Source: an optimization exercise on an open RTL-to-GDS flow (aim: small area). Production flows keep margins and buffers that such runs may drop. Function was checked by simulation only, so behaviour that the tests miss may differ from the original. Power is estimated from default activity; no workload was simulated.

==> flow/design.v <==
`default_nettype none
package mem_pkg;
    typedef enum logic [1:0] {
        bus_none  = 2'd0,
        bus_load  = 2'd1,
        bus_store = 2'd2
    } bus_cmd_t;
    typedef enum logic {
        mem_read  = 1'b0,
        mem_write = 1'b1
    } mem_op_t;
    typedef logic [32-1:0]           mem_addr_t;
    typedef logic [4-1:0]   mem_tag_t;
    typedef logic [8*8-1:0]  mem_block_t;   
endpackage
`default_nettype wire
`default_nettype none
package dcache_pkg;
    typedef logic [32-1:0]           dc_addr_t;
    localparam int offset_bits = $clog2(8);
    localparam int index_bits  = $clog2(16);
    localparam int tag_bits    = 32 - index_bits - offset_bits;
    typedef enum logic [1:0] {
        size_byte = 2'd0,
        size_half = 2'd1,
        size_word = 2'd2
    } access_size_t;
    typedef enum logic [1:0] {
        st_ready     = 2'd0,
        st_wait_mshr = 2'd1,   
        st_wait      = 2'd2    
    } dc_state_t;
    typedef logic [offset_bits-1:0] block_offset_t;
    typedef logic [index_bits-1:0]  line_index_t;
    typedef logic [tag_bits-1:0]    line_tag_t;
    typedef struct packed {
        logic                valid;
        logic                dirty;
        line_tag_t           tag;
        logic [8*8-1:0] block;
    } cache_line_t;
    typedef struct packed {
        logic                valid;
        logic                op;
        logic [32-1:0] line_addr;
        logic [4-1:0] tag;         
        logic [8*8-1:0] block;
    } mshr_entry_t;
    typedef struct packed {
        logic                valid;
        logic [32-1:0] line_addr;
        logic [8*8-1:0] block;
    } fill_t;
    function automatic logic [8*8-1:0] merge_store(
        input logic [8*8-1:0] block,
        input block_offset_t           offset,
        input access_size_t            size,
        input logic [32-1:0]     wdata
    );
        logic [8*8-1:0] merged;
        merged = block;
        case (size)
            2'd0: merged[8*offset +: 8] = wdata[7:0];
            2'd1: merged[8*{offset[offset_bits-1:1], 1'b0} +: 16] = wdata[15:0];
            default:   merged[8*{offset[offset_bits-1:2], 2'b00} +: 32] = wdata[31:0];
        endcase
        merge_store = merged;
    endfunction
    function automatic logic [32-1:0] load_field(
        input logic [8*8-1:0] block,
        input block_offset_t       offset,
        input access_size_t        size
    );
        logic [32-1:0] field;
        field = '0;
        case (size)
            2'd0: field[7:0]  = block[8*offset +: 8];
            2'd1: field[15:0] = block[8*{offset[offset_bits-1:1], 1'b0} +: 16];
            default:   field[31:0] = block[8*{offset[offset_bits-1:2], 2'b00} +: 32];
        endcase
        load_field = field;
    endfunction
endpackage
`default_nettype wire
`timescale 1ns/1ns
`default_nettype none
module dcache_lines
(
    input  wire logic                  clock,
    input  wire logic                  reset,
    input  wire logic                  req_valid,
    input  wire mem_pkg::mem_op_t      req_op,
    input  wire dcache_pkg::access_size_t req_size,
    input  wire mem_pkg::mem_addr_t    req_addr,
    input  wire logic [32-1:0]   req_wdata,
    input  wire logic                  write_en,      
    input  wire dcache_pkg::fill_t     fill,
    input  wire logic                  fwd_install,
    input  wire mem_pkg::mem_block_t   fwd_block,
    output logic                       hit,
    output mem_pkg::mem_block_t        hit_block,
    output logic                       evict_valid,
    output mem_pkg::mem_addr_t         evict_addr,
    output mem_pkg::mem_block_t        evict_block
);
    logic [16-1:0]                                 valid_q;
    logic [16-1:0]                                 dirty_q;
    logic [16-1:0][dcache_pkg::tag_bits-1:0]       tag_q;
    logic [16-1:0][8*8-1:0]          block_q;
    dcache_pkg::line_index_t   req_idx;
    dcache_pkg::line_tag_t     req_tag;
    dcache_pkg::block_offset_t req_offset;
    logic          inst_valid;
    dcache_pkg::line_index_t   inst_idx;
    dcache_pkg::cache_line_t   inst_line;
    dcache_pkg::cache_line_t   victim;
    assign req_offset = req_addr[dcache_pkg::offset_bits-1:0];
    assign req_idx    = req_addr[dcache_pkg::offset_bits +: dcache_pkg::index_bits];
    assign req_tag    = req_addr[32-1 -: dcache_pkg::tag_bits];
    assign hit       = req_valid && valid_q[req_idx] && (tag_q[req_idx] == req_tag);
    assign hit_block = block_q[req_idx];
    always_comb begin : install_select
        inst_valid = fill.valid || fwd_install;
        inst_line.valid = 1'b1;
        if (fill.valid) begin
            inst_idx        = fill.line_addr[dcache_pkg::offset_bits +: dcache_pkg::index_bits];
            inst_line.tag   = fill.line_addr[32-1 -: dcache_pkg::tag_bits];
            inst_line.block = fill.block;
            inst_line.dirty = 1'b0;
        end else begin
            inst_idx        = req_idx;
            inst_line.tag   = req_tag;
            inst_line.block = fwd_block;
            inst_line.dirty = 1'b1;   
        end
        if (req_op == mem_pkg::mem_write) begin
            inst_line.block = dcache_pkg::merge_store(inst_line.block, req_offset, req_size, req_wdata);
            inst_line.dirty = 1'b1;
        end
        victim.valid = valid_q[inst_idx];
        victim.dirty = dirty_q[inst_idx];
        victim.tag   = tag_q[inst_idx];
        victim.block = block_q[inst_idx];
        evict_valid = inst_valid && victim.valid && victim.dirty && (victim.tag != inst_line.tag);
        evict_addr  = {victim.tag, inst_idx, {dcache_pkg::offset_bits{1'b0}}};
        evict_block = victim.block;
    end
    always_ff @(posedge clock) begin
        if (reset) begin
            valid_q <= '0;
            dirty_q <= '0;
        end else if (inst_valid) begin
            valid_q[inst_idx] <= inst_line.valid;
            dirty_q[inst_idx] <= inst_line.dirty;
            tag_q[inst_idx]   <= inst_line.tag;
            block_q[inst_idx] <= inst_line.block;
        end else if (write_en) begin
            block_q[req_idx] <= dcache_pkg::merge_store(block_q[req_idx], req_offset,
                                                        req_size, req_wdata);
            dirty_q[req_idx] <= 1'b1;
        end
    end
endmodule
`default_nettype wire
`timescale 1ns/1ns
`default_nettype none
module mshr_table
(
    input  wire logic                  clock,
    input  wire logic                  reset,
    input  wire logic                  alloc_valid,
    input  wire mem_pkg::mem_addr_t    alloc_addr,
    input  wire logic                  evict_valid,
    input  wire mem_pkg::mem_addr_t    evict_addr,
    input  wire mem_pkg::mem_block_t   evict_block,
    input  wire logic                  req_valid,     
    input  wire mem_pkg::mem_addr_t    req_addr,
    input  wire mem_pkg::mem_tag_t     mem_accept_tag,
    input  wire mem_pkg::mem_block_t   mem_rdata,
    input  wire mem_pkg::mem_tag_t     mem_resp_tag,
    output logic [$clog2(4):0] n_free,
    output dcache_pkg::fill_t          fill,
    output logic                       fwd_hit,
    output mem_pkg::mem_block_t        fwd_block,
    output mem_pkg::bus_cmd_t          mem_command,
    output mem_pkg::mem_addr_t         mem_addr,
    output mem_pkg::mem_block_t        mem_wdata
);
    localparam int idx_bits = $clog2(4);
    logic [4-1:0]                           valid_q, valid_d;
    logic [4-1:0]                           op_q, op_d;
    logic [4-1:0][32-1:0]             addr_q, addr_d;
    logic [4-1:0][4-1:0]     tag_q, tag_d;
    logic [4-1:0][8*8-1:0]    block_q, block_d;
    logic                 issue_any;
    logic [idx_bits-1:0]  issue_idx;
    logic [idx_bits-1:0]  fwd_idx;
    logic [idx_bits-1:0]  resp_idx;
    logic                 evict_left;
    logic                 alloc_left;
    always_comb begin : issue_select
        issue_any = 1'b0;
        issue_idx = '0;
        for (int i = 4-1; i >= 0; i--) begin
            if (valid_q[i] && tag_q[i] == '0 && op_q[i] == mem_pkg::mem_read) begin
                issue_any = 1'b1;
                issue_idx = idx_bits'(i);
            end
        end
        for (int i = 4-1; i >= 0; i--) begin
            if (valid_q[i] && tag_q[i] == '0 && op_q[i] == mem_pkg::mem_write) begin
                issue_any = 1'b1;
                issue_idx = idx_bits'(i);
            end
        end
    end
    always_comb begin
        mem_command = mem_pkg::bus_none;
        if (issue_any) begin
            mem_command = (op_q[issue_idx] == mem_pkg::mem_write) ? mem_pkg::bus_store : mem_pkg::bus_load;
        end
    end
    assign mem_addr  = addr_q[issue_idx];
    assign mem_wdata = block_q[issue_idx];
    always_comb begin : lookup
        fwd_hit  = 1'b0;
        fwd_idx  = '0;
        resp_idx = '0;
        fill     = '0;
        for (int i = 0; i < 4; i++) begin
            if (valid_q[i] && op_q[i] == mem_pkg::mem_write &&
                addr_q[i][32-1:dcache_pkg::offset_bits] ==
                req_addr[32-1:dcache_pkg::offset_bits]) begin
                fwd_hit = 1'b1;
                fwd_idx = idx_bits'(i);
            end
            if (valid_q[i] && op_q[i] == mem_pkg::mem_read &&
                mem_resp_tag != '0 && tag_q[i] == mem_resp_tag) begin
                fill.valid     = 1'b1;
                fill.line_addr = addr_q[i];
                fill.block     = mem_rdata;
                resp_idx       = idx_bits'(i);
            end
        end
    end
    assign fwd_block = block_q[fwd_idx];
    always_comb begin : next_entries
        valid_d    = valid_q;
        op_d       = op_q;
        addr_d     = addr_q;
        tag_d      = tag_q;
        block_d    = block_q;
        evict_left = evict_valid;
        alloc_left = alloc_valid;
        if (issue_any && mem_accept_tag != '0) begin
            if (op_q[issue_idx] == mem_pkg::mem_write)
                valid_d[issue_idx] = 1'b0;   
            else
                tag_d[issue_idx] = mem_accept_tag;
        end
        if (fill.valid)
            valid_d[resp_idx] = 1'b0;
        if (req_valid && fwd_hit)
            valid_d[fwd_idx] = 1'b0;
        for (int i = 0; i < 4; i++) begin
            if (!valid_d[i] && evict_left) begin
                valid_d[i] = 1'b1;
                op_d[i]    = mem_pkg::mem_write;
                addr_d[i]  = evict_addr;
                tag_d[i]   = '0;
                block_d[i] = evict_block;
                evict_left = 1'b0;
            end else if (!valid_d[i] && alloc_left) begin
                valid_d[i] = 1'b1;
                op_d[i]    = mem_pkg::mem_read;
                addr_d[i]  = alloc_addr;
                tag_d[i]   = '0;
                block_d[i] = '0;
                alloc_left = 1'b0;
            end
        end
    end
    always_comb begin
        n_free = '0;
        for (int i = 0; i < 4; i++) begin
            if (!valid_q[i]) n_free = n_free + 1'b1;
        end
    end
    always_ff @(posedge clock) begin
        if (reset) begin
            valid_q <= '0;
        end else begin
            valid_q <= valid_d;
            op_q    <= op_d;
            addr_q  <= addr_d;
            tag_q   <= tag_d;
            block_q <= block_d;
        end
    end
endmodule
`default_nettype wire
`timescale 1ns/1ns
`default_nettype none
module dcache_ctrl
(
    input  wire logic                     clock,
    input  wire logic                     reset,
    input  wire logic                     req_valid,
    input  wire mem_pkg::mem_op_t         req_op,
    input  wire dcache_pkg::access_size_t req_size,
    input  wire mem_pkg::mem_addr_t       req_addr,
    input  wire logic [32-1:0]      req_wdata,
    input  wire logic                     hit,
    input  wire mem_pkg::mem_block_t      hit_block,
    input  wire logic                     fwd_hit,
    input  wire mem_pkg::mem_block_t      fwd_block,
    input  wire logic [$clog2(4):0] n_free,
    input  wire dcache_pkg::fill_t        fill,
    output logic                          stall,
    output logic                          resp_valid,
    output logic [32-1:0]           resp_data,
    output logic                          write_en,
    output logic                          fwd_install,
    output logic                          alloc_valid,
    output mem_pkg::mem_addr_t            alloc_addr,
    output mem_pkg::mem_op_t              wait_op,
    output dcache_pkg::access_size_t      wait_size,
    output mem_pkg::mem_addr_t            wait_addr,
    output logic [32-1:0]           wait_wdata
);
    dcache_pkg::dc_state_t           state, next_state;
    mem_pkg::mem_op_t             held_op;
    dcache_pkg::access_size_t        held_size;
    mem_pkg::mem_addr_t           held_addr;
    logic [32-1:0] held_wdata;
    logic                take, miss, fill_match;
    mem_pkg::mem_block_t          resp_block;
    assign stall = (state != dcache_pkg::st_ready);
    assign wait_op    = (state == dcache_pkg::st_ready) ? req_op    : held_op;
    assign wait_size  = (state == dcache_pkg::st_ready) ? req_size  : held_size;
    assign wait_addr  = (state == dcache_pkg::st_ready) ? req_addr  : held_addr;
    assign wait_wdata = (state == dcache_pkg::st_ready) ? req_wdata : held_wdata;
    assign take        = (state == dcache_pkg::st_ready) && req_valid;
    assign write_en    = take && hit && (req_op == mem_pkg::mem_write);
    assign fwd_install = take && !hit && fwd_hit;
    assign miss        = take && !hit && !fwd_hit;
    assign fill_match  = (state == dcache_pkg::st_wait) && fill.valid &&
                         (fill.line_addr[32-1:dcache_pkg::offset_bits] == wait_addr[32-1:dcache_pkg::offset_bits]);
    always_comb begin
        next_state = state;
        case (state)
            dcache_pkg::st_ready:     if (miss) next_state = (n_free < 2) ? dcache_pkg::st_wait_mshr : dcache_pkg::st_wait;
            dcache_pkg::st_wait_mshr: if (n_free >= 2) next_state = dcache_pkg::st_wait;   
            dcache_pkg::st_wait:      if (fill_match) next_state = dcache_pkg::st_ready;
            default:      next_state = dcache_pkg::st_ready;
        endcase
    end
    assign alloc_valid = (next_state == dcache_pkg::st_wait) && (state != dcache_pkg::st_wait);
    assign alloc_addr  = {wait_addr[32-1:dcache_pkg::offset_bits], {dcache_pkg::offset_bits{1'b0}}};
    assign resp_block  = fill_match ? fill.block : (hit ? hit_block : fwd_block);
    always_ff @(posedge clock) begin
        if (reset) begin
            state      <= dcache_pkg::st_ready;
            resp_valid <= 1'b0;
        end else begin
            state      <= next_state;
            resp_valid <= (take && (hit || fwd_hit)) || fill_match;
        end
    end
    always_ff @(posedge clock) begin
        if (state == dcache_pkg::st_ready) begin   
            held_op    <= req_op;
            held_size  <= req_size;
            held_addr  <= req_addr;
            held_wdata <= req_wdata;
        end
        resp_data <= (wait_op == mem_pkg::mem_write) ? '0 :
                     dcache_pkg::load_field(resp_block, wait_addr[dcache_pkg::offset_bits-1:0], wait_size);
    end
endmodule
`default_nettype wire
`timescale 1ns/1ns
`default_nettype none
module dcache
(
    input  wire logic                     clock,
    input  wire logic                     reset,
    input  wire logic                     req_valid,
    input  wire mem_pkg::mem_op_t         req_op,
    input  wire dcache_pkg::access_size_t req_size,
    input  wire mem_pkg::mem_addr_t       req_addr,
    input  wire logic [32-1:0]      req_wdata,
    output logic                          stall,
    output logic                          resp_valid,
    output logic [32-1:0]           resp_data,
    output mem_pkg::bus_cmd_t             mem_command,
    output mem_pkg::mem_addr_t            mem_addr,
    output mem_pkg::mem_block_t           mem_wdata,
    input  wire mem_pkg::mem_tag_t        mem_accept_tag,
    input  wire mem_pkg::mem_block_t      mem_rdata,
    input  wire mem_pkg::mem_tag_t        mem_resp_tag
);
    logic                        hit, fwd_hit, write_en, fwd_install, alloc_valid, evict_valid;
    mem_pkg::mem_block_t                  hit_block, fwd_block, evict_block;
    mem_pkg::mem_addr_t                   alloc_addr, evict_addr, wait_addr;
    logic [$clog2(4):0] n_free;
    dcache_pkg::fill_t                       fill;
    mem_pkg::mem_op_t                     wait_op;
    dcache_pkg::access_size_t                wait_size;
    logic [32-1:0]         wait_wdata;
    dcache_lines u_lines (
        .clock, .reset, .req_valid,
        .req_op(wait_op), .req_size(wait_size), .req_addr(wait_addr), .req_wdata(wait_wdata),
        .write_en, .fill, .fwd_install, .fwd_block,
        .hit, .hit_block, .evict_valid, .evict_addr, .evict_block
    );
    mshr_table u_mshr (
        .clock, .reset, .alloc_valid, .alloc_addr, .evict_valid, .evict_addr, .evict_block,
        .req_valid(fwd_install), .req_addr,
        .mem_accept_tag, .mem_rdata, .mem_resp_tag,
        .n_free, .fill, .fwd_hit, .fwd_block, .mem_command, .mem_addr, .mem_wdata
    );
    dcache_ctrl u_ctrl (
        .clock, .reset, .req_valid, .req_op, .req_size, .req_addr, .req_wdata,
        .hit, .hit_block, .fwd_hit, .fwd_block, .n_free, .fill,
        .stall, .resp_valid, .resp_data, .write_en, .fwd_install, .alloc_valid, .alloc_addr,
        .wait_op, .wait_size, .wait_addr, .wait_wdata
    );
endmodule
`default_nettype wire
==> flow/run.sh <==
#!/bin/bash
# synth_recipe.tcl (not shown) runs the flow's synth.tcl, then flattens the netlist and writes it again
# the make line also repeats each setting of config.mk as NAME=value (left out here)
make -C /OpenROAD-flow-scripts/flow DESIGN_CONFIG=/design/flow/config.mk WORK_HOME=/design/flow/orfs CLKGATE_MAP_FILE= SYNTH_SCRIPT=/design/flow/synth_recipe.tcl finish
==> flow/config.mk <==
export PLATFORM = sky130hd
export DESIGN_NAME = dcache
export DESIGN_NICKNAME = dcache
export VERILOG_FILES = /design/flow/design.v
export SDC_FILE = /design/flow/constraint.sdc
export NUM_CORES = 8
export LEC_CHECK = 0
export CAP_MARGIN = 20
export CORE_MARGIN = 2
export CORE_UTILIZATION = 30
export PLACE_DENSITY = 0.45
export SLEW_MARGIN = 20
==> flow/constraint.sdc <==
create_clock -name core_clock -period 10.0 [get_ports {clock}]
set_input_delay 2.0000 -clock core_clock [delete_from_list [all_inputs] [get_ports {clock}]]
set_output_delay 2.0000 -clock core_clock [all_outputs]
set_load 0.01 [all_outputs]
==> results.py <==
metrics = {
    "clock_network": {
        "cts_setup_buffers": 0,
        "cts_tree": "done",
        "numCtsBuffers": 243,
        "cts-resized-gates": 0,
        "clk_pin_slew_ps": 70,
        "cts_hold_buf": 0,
        "clkLatencyLatePin_ps": 1030,
        "cts-root-buf": "clkbuf_16",
        "htree_levels": 4,
        "cts_max_path_buffers": 4,
        "cts_num_sinks": 1954,
    },
    "timing": {
        "maxSlewViolCount": 0,
        "rsz0062_at_grt": "no",
        "min_period_over_period_pct": 87.4,
        "relSlewSlack_pct": 4.36,
        "fin_skew_ps": 107,
        "setup_violations": 0,
        "fmax_ghz": 0.114,
        "setup_tns_ps": 0,
        "tightest_slew_ps": 1430,
        "final-hold-violation-count": 0,
        "period_needed_ps": 8740,
    },
    "synth": {
        "synth-seq-area-share_pct": 42.2,
        "synth_mux_area_share_pct": 3.97,
        "synth_flop_cell": "edfxtp_1",
        "yosys.area.top_type": "edfxtp_1",
        "syn_area_um2": 136000,
        "synthAdderAreaFrac_pct": 0.283,
        "synth_compound_area_share_pct": 23.2,
        "ys_top_cells_by_area": "edfxtp_1, nand2_1, a221oi_1",
        "ys_ff_latch": 1954,
        "synth_edf_count": 1816,
        "synth_cell_types": 107,
        "post-synth-top-area-fraction_pct": 40.2,
        "synthSimpleGateAreaFrac_pct": 23.8,
        "synth_top_family_by_area": "simple AND/OR/NAND/NOR gates",
        "syn_inst": 16000,
        "synth_xor_area_share_pct": 1.23,
        "yosysWarningCount": 3,
        "synthArstFlopShare_pct": 0,
        "avgSynthCellArea_um2": 8.47,
    },
    "setup_path": {
        "critPathMaxStageDelay_ps": 970,
        "critPathLaunchType": "input pin",
        "cp_top_family": "simple AND/OR/NAND/NOR gates",
        "critPathBufInv": 4,
        "r2r_cells": 22,
        "critPathMaxFanout": 30,
        "crit_required_ps": 10700,
        "cpMaxStageDelayCell": "nor2_1",
        "path_cells": "clkdlybuf4s50_1 > or3_4 > a21oi_2 > a2bb2oi_2 > nand2_8 > nor2_1 > a22oi_4 > nor2_1 > buf_4 > a22oi_1 > and4_1 > xnor2_1 > nor4_1 > nand4_1 > o21ai_0 > buf_4 > maj3_1 > nor2_4 > buf_12",
        "cp.depth": 19,
        "endpoint_kind": "register",
        "critPathKind": "input pin to register",
        "crit_arrival_ps": 9440,
    },
    "min_path": {
        "hold_path.class": "register to register",
        "hold_path_depth": 2,
    },
    "route": {
        "drt-initial-drc-count": 24400,
        "drt_wl_total_mm": 847,
        "first_pass_iters": 9,
        "wl_per_cell_um": 39.0,
        "drt.antenna.violating_nets": 0,
        "vias_per_cell": 6.78,
        "vias": 147000,
        "drc_errors": 0,
    },
    "die": {
        "die_area_um2": 458000,
        "core-area_um2": 450000,
        "die_w_um": 676,
        "start_util_pct": 30.2,
        "io_pins": 274,
        "fp-row-count": 246,
        "fp.dieH_um": 676,
    },
    "power": {
        "max-vdd-ir-drop_uv": 697,
        "leakage_nw": 55.7,
        "power_density_nw_per_um2": 403,
    },
    "cells_and_area": {
        "final_nets": 15700,
        "drive_gt1_share_pct": 9.05,
        "nFillCells": 46200,
        "area_delta_synth_final_pct": 14.3,
        "finish.instance_area_um2": 155000,
    },
    "place": {
        "place.gp.congestion": 1.03,
        "dpl_cell_area_um2": 147000,
        "io_buffers": 270,
        "hpwl_mm": 534,
    },
    "global_routing": {
        "grt_use_total_pct": 35.2,
        "antenna_found_initial": 49,
        "grt_pass1_vias": 133000,
        "grt_max_degree": 144,
        "grt_pass1_wl_mm": 1150,
        "grt_overflow": 0,
    },
    "job": {
        "max_cap_violations": 0,
    },
    "status": {
        "outcome": "timing/DRC/antenna clean",
    },
}
-- stage by stage --
| stage | worst slack (ps) | utilization (%) | cells | hold slack, ps | power (mW) |
|---|---|---|---|---|---|
| floorplan | -12650 | - | 16000 | 439 | 30.1 |
| CTS | 1510 | 34.5 | 21700 | 482 | 60.4 |
| global placement | 445 | 32.6 | 21200 | 463 | 50.9 |
| global route | 1320 | 34.5 | 21700 | 500 | 62.8 |
| finish | 1260 | 34.5 | 21700 | 483 | 62.5 |
| detailed placement | 495 | 32.6 | 21200 | 465 | 50.9 |
-- power breakdown --
part | switching (mW) | total, mW | leakage (nW) | internal [mW]
Clock | 4.14 | 9.50 | 4.00 | 5.35
Sequential | 0.305 | 10.4 | 17.9 | 10.1
Combinational | 33.3 | 42.7 | 33.8 | 9.42
-- cell families after synthesis --
kind of cell	count (synthesis)
DFF	1954
other	1
muxes	505
xor gates and xnor gates	191
AOI/OAI and AO/OA	4108
buffers and inverters	1757
adders and majority gates	31
and+or+nand+nor	7465
-- metal layers --
| layer | GRT usage [%] | share of wire [%] | routed length, um | vias up |
|---|---|---|---|---|
| li1 | - | - | - | 59700 |
| met3 | 8.21 | 12 | 99100 | 2479 |
| met5 | 0 | 0.012 | 105 | - |
| met1 | 46.4 | 39 | 327000 | 73600 |
| met4 | 25.2 | 8.5 | 72000 | 14 |
| met2 | 50.3 | 41 | 348000 | 11600 |
-- synthesized netlist by cell type, types with 24 or more instances --
library cell,instances
edfxtp_1,1816
ha_1,29
o21a_1,54
buf_1,128
inv_1,100
a21boi_0,35
buf_2,276
nand2b_1,30
a211oi_1,101
o22ai_1,43
o21ai_0,371
mux2_2,108
nand2_1,3600
or2_2,38
and2_1,157
nor4_1,40
dfxtp_1,138
a21oi_1,482
nor3_1,298
nand3_1,956
a32oi_1,58
o31ai_1,27
clkbuf_1,1199
nor2_1,1615
or3_1,70
nand4_1,40
a31oi_1,317
buf_4,30
mux2i_1,319
a221oi_1,1536
a211o_1,24
xnor2_1,111
a21o_1,76
a222oi_1,38
a311oi_1,334
a22o_1,309
xor2_1,80
a31o_2,32
a22oi_1,101
nor2b_1,46
mux2_1,60
and3_1,485
-- worst register-to-register path, stage by stage (launching register included) --
cell and delay, ps:
dfxtp_1 430, buf_4 260, o21ai_4 130, buf_4 520, nand2_8 500, inv_8 690
buf_4 480, nand2_1 90, nand3_1 110, a21oi_1 110, o31ai_1 460, a211oi_1 150
nand4_1 160, or4_1 490, buf_4 330, a31oi_4 160, a211o_1 420, inv_1 120
o21ai_0 340, buf_4 290, maj3_1 410, nor2_4 340, buf_12 280
-- cell usage in the layout (no fill, tap or decap), types with 290 or more instances in the layout --
cell type	netlist	final
a31oi_1	317	314
mux2i_1	319	314
a22o_1	309	309
o21ai_0	371	340
nor2_1	1615	1575
a21oi_1	482	478
a221oi_1	1536	1533
edfxtp_1	1816	1816
nor3_1	298	290
a311oi_1	334	334
nand2_1	3600	3569
and3_1	485	484
nand3_1	956	949
buf_4	30	519
-- final timing paths --
path,from,slack [ps],to
worst max-delay path,mem_resp_tag[2],1260,u_mshr.addr_q[47]
worst min-delay path,u_lines.dirty_q[0],480,u_lines.dirty_q[0]
worst max register to register,u_ctrl.state[1],2380,u_mshr.addr_q[47]
worst min register to register,u_lines.dirty_q[0],480,u_lines.dirty_q[0]
-- area by class of cell --
| class | count | area [um^2] | area share [%] |
|---|---|---|---|
| clock inverters | 157 | 1670 | 1.08 |
| clock buffers | 299 | 6530 | 4.21 |
| inverters | 108 | 455 | 0.294 |
| well taps | 5952 | 7450 | 4.80 |
| flip-flops and latches | 1954 | 57300 | 36.9 |
| diodes | 35 | 87.6 | 0.0565 |
| multi-input cells | 12300 | 72300 | 46.6 |
| repair buffers | 930 | 9390 | 6.05 |
-- sequential cells by signal, indices dropped and copies added, names as in the netlist --
name	count
u_ctrl.held_addr	32
u_ctrl.held_wdata	32
u_lines.tag_q	400
u_mshr.block_q	256
u_ctrl.held_op	1
u_mshr.valid_q	4
u_lines.block_q	1024
u_lines.valid_q	16
u_ctrl.resp_valid	1
u_mshr.addr_q	116
u_mshr.op_q	4
u_ctrl.held_size	2
u_lines.dirty_q	16
u_mshr.tag_q	16
u_ctrl.resp_data	32
u_ctrl.state	2

static timing again, ports no longer ideal:
In the flow no input, the clock included, has a driving cell. The finished layout below was timed again as built, in two steps.
Step 1 assumes that a clkbuf_16 drives the clock port and a buf_2 every other input.
Step 2 times the ports against the registers' clock, not the clock port: input delays grow and output delays shrink by t, the midpoint of the rising clock arrivals with the driver on.
Three values: ideal, step 1, step 2; two values: the first two.
t, ns: 1.095
setup slack, ns: 1.259 / 1.325 / 0.230
worst data-port slew with drivers (ns): 0.13
cell pins on the clock port's net: 1
After both steps setup and hold are still met in this run. The setup slack of this run moves by +0.066 ns with the drivers and by -1.029 ns with both steps.
